Context: an optimization exercise on an open-source flow, tuned for a short achievable clock period and few clock cycles. The choices shown serve that exercise and are no tape-out recipe. The RTL was checked by simulation tests, not by an equivalence proof against the original design. Power figures rest on the tool's default switching activity, not on a simulated workload.

## processor
module processor #(
    parameter int imemAddrW = 6,
    parameter int dmemAddrW = 6
) (
    input  logic                 clk,
    input  logic                 rstN,
    input  logic                 start,
    input  logic                 imemWe,
    input  logic [imemAddrW-1:0] imemAddr,
    input  logic [dataW-1:0]     imemData,
    input  logic [dataW-1:0]     inputPort,
    output logic [dataW-1:0]     outputPort,
    output logic                 outValid
);
    localparam int nI = 2**imemAddrW;
    localparam int nD = 2**dmemAddrW;
    logic [dataW-1:0]     imem [0:nI-1];
    logic [imemAddrW-1:0] tgtMem [0:nI-1];    
    logic                 skipMem [0:nI-1];   
    logic                 nopMem [0:nI-1];    
    logic [regAddrW-1:0]  bIdxMem [0:nI-1];   
    logic                 wrMem [0:nI-1];     
    logic                 beqzMem [0:nI-1];   
    logic                 outMem [0:nI-1];    
    logic running;
    logic [opcodeW-1:0] ldOp;
    logic ldNop;
    assign ldOp = imemData[opcodeLsb +: opcodeW];
  ...
Size in the first run: roughly 59 I/O pins, about 180000 um2 of cells after synthesis.
clock: 5.0 ns
lec_check: 0
abc_clock_period_in_ps: 2500
cap_margin: 35
core_margin: 2
core_utilization: 40
setup_slack_margin: 2.0
slew_margin: 20
tns_end_percent: 5
run.sh (not shown) runs the stock make flow with config.mk's settings and CLKGATE_MAP_FILE= SYNTH_SCRIPT=/design/flow/synth_recipe.tcl, a recipe that flattens the netlist after the stock synthesis.
Testbench counts at the start, summed over its fixed seeds: cycles 409,863.
Then changed:
--- a/flow/design.v
+++ b/flow/design.v
@@ -101,32 +101,30 @@
     output logic [dataW-1:0]     outputPort,
     output logic                 outValid
 );
     localparam int nI = 2**imemAddrW;
     localparam int nD = 2**dmemAddrW;
     logic [dataW-1:0]     imem [0:nI-1];
     logic [imemAddrW-1:0] tgtMem [0:nI-1];    
     logic                 skipMem [0:nI-1];   
-    logic                 nopMem [0:nI-1];    
     logic [regAddrW-1:0]  bIdxMem [0:nI-1];   
     logic                 wrMem [0:nI-1];     
     logic                 beqzMem [0:nI-1];   
     logic                 outMem [0:nI-1];    
     logic running;
     logic [opcodeW-1:0] ldOp;
     logic ldNop;
     assign ldOp = imemData[opcodeLsb +: opcodeW];
     assign ldNop = ldOp == opNop || ldOp > opJmp;
     always_ff @(posedge clk) begin
         if (imemWe && !running) begin
             imem[imemAddr] <= imemData;
             tgtMem[imemAddr] <= imemAddr + imemAddrW'(1) + (ldNop ? imemAddrW'(0) : imemData[imemAddrW-1:0]);
             skipMem[imemAddr] <= ldNop || ldOp == opJmp;
-            nopMem[imemAddr] <= ldNop;
             bIdxMem[imemAddr] <= (ldOp == opSt) ? imemData[rdLsb +: regAddrW] : imemData[rtLsb +: regAddrW];
             wrMem[imemAddr] <= ldOp == opAdd || ldOp == opSub || ldOp == opAnd || ldOp == opOr ||
                                ldOp == opXor || ldOp == opAddi || ldOp == opLd || ldOp == opIn;
             beqzMem[imemAddr] <= ldOp == opBeqz;
             outMem[imemAddr] <= ldOp == opOut;
         end
     end
     logic                 fuseMem [0:nI-1];   
@@ -148,32 +146,28 @@
         end
     end
     always_ff @(posedge clk) begin
         for (int k = 0; k < nI; k++) begin
             logic [imemAddrW-1:0] seq1, seq2;
             logic [imemAddrW-1:0] t0, t1;
             t0 = tgtMem[k];
             t1 = tgtMem[(k + 1) % nI];
-            seq1 = !skipMem[(k + 1) % nI] ? imemAddrW'(k + 1) :
-                   (nopMem[(k + 1) % nI] && skipMem[(k + 2) % nI]) ? tgtMem[(k + 2) % nI] : t1;
-            seq2 = !skipMem[(k + 2) % nI] ? imemAddrW'(k + 2) :
-                   (nopMem[(k + 2) % nI] && skipMem[(k + 3) % nI]) ? tgtMem[(k + 3) % nI] : tgtMem[(k + 2) % nI];
-            nxtMem[k] <= skipMem[k] ? ((nopMem[k] && skipMem[(k + 1) % nI]) ? t1 : t0) :
-                         ((fuseMem[k] || outFMem[k]) ? seq2 : seq1);
+            seq1 = skipMem[(k + 1) % nI] ? t1 : imemAddrW'(k + 1);
+            seq2 = skipMem[(k + 2) % nI] ? tgtMem[(k + 2) % nI] : imemAddrW'(k + 2);
+            nxtMem[k] <= skipMem[k] ? t0 : ((fuseMem[k] || outFMem[k]) ? seq2 : seq1);
             brMem[k] <= fuseMem[k] ? t1 : t0;
             sameMem[k] <= fuseMem[k] ? t1 == seq2 : t0 == seq1;
         end
     end
     logic [nI-1:0] staleNew, staleOld;
     always_ff @(posedge clk) begin
         for (int k = 0; k < nI; k++) begin
             staleNew[k] <= imemWe && !running &&
-                (imemAddr == imemAddrW'(k) || imemAddr == imemAddrW'(k + 1) ||
-                 imemAddr == imemAddrW'(k + 2) || imemAddr == imemAddrW'(k + 3));
+                (imemAddr == imemAddrW'(k) || imemAddr == imemAddrW'(k + 1) || imemAddr == imemAddrW'(k + 2));
         end
         staleOld <= staleNew;
     end
     logic [dataW-1:0] regFile [0:7];
     logic [dataW-1:0] dmem [0:nD-1];
     logic             dZero [0:nD-1];    
     logic [nI-1:0] pcOh;
     logic dValid;
After rerunning:
- clock-buffer cell count fell by 33
- utilization fell by 0.32 points
- routed wire length barely changes
- sequential power fell by about 2%
- fmax fell by 5.6%
- synthesized cell count rose by 0.57%
- cell area fell by 2.4%
- final cell count fell by 0.53%
- worst setup slack is worse by 0.22 ns
- area after synthesis fell by 1.8%
- via count rose by 0.70%
- worst hold slack is better by 0.052 ns
- global-route usage rose by 0.77 points
- die area fell by 1.8%
Testbench counts after the change, summed over its fixed seeds: cycles 412,202.

afterwards: timing with drivers on the ports:
The results above use ideal ports. As a check the final layouts listed here were re-extracted and re-timed, cells and wires unchanged. Step 1, drivers: a clkbuf_16 drives clk and a buf_2 each remaining input, both assumed. Step 2 adds t to the input delays and takes it off the output delays; t is the mean of the earliest and latest rising clock arrival at the registers after step 1. Input paths then give back, and output paths get back, about the clock's delay inside the block. Three values: ideal, step 1, step 2; two values: the first two.
run | t, ns | setup slack, ns | worst setup path after step 2 | slew at the worst register clock pin (ns) | pins driven straight from the clock port
the first run | 1.171 | 1.212 / 1.212 / 0.549 | input to register | 0.07 / 0.07 | 1
the second run | 1.173 | 0.987 / 0.987 / 0.578 | input to register | 0.07 / 0.07 | 1
After both steps setup and hold are still met in every run listed. The setup slack of the first run, which loses most, moves by 0.000 ns with the drivers and by -0.663 ns with both steps.
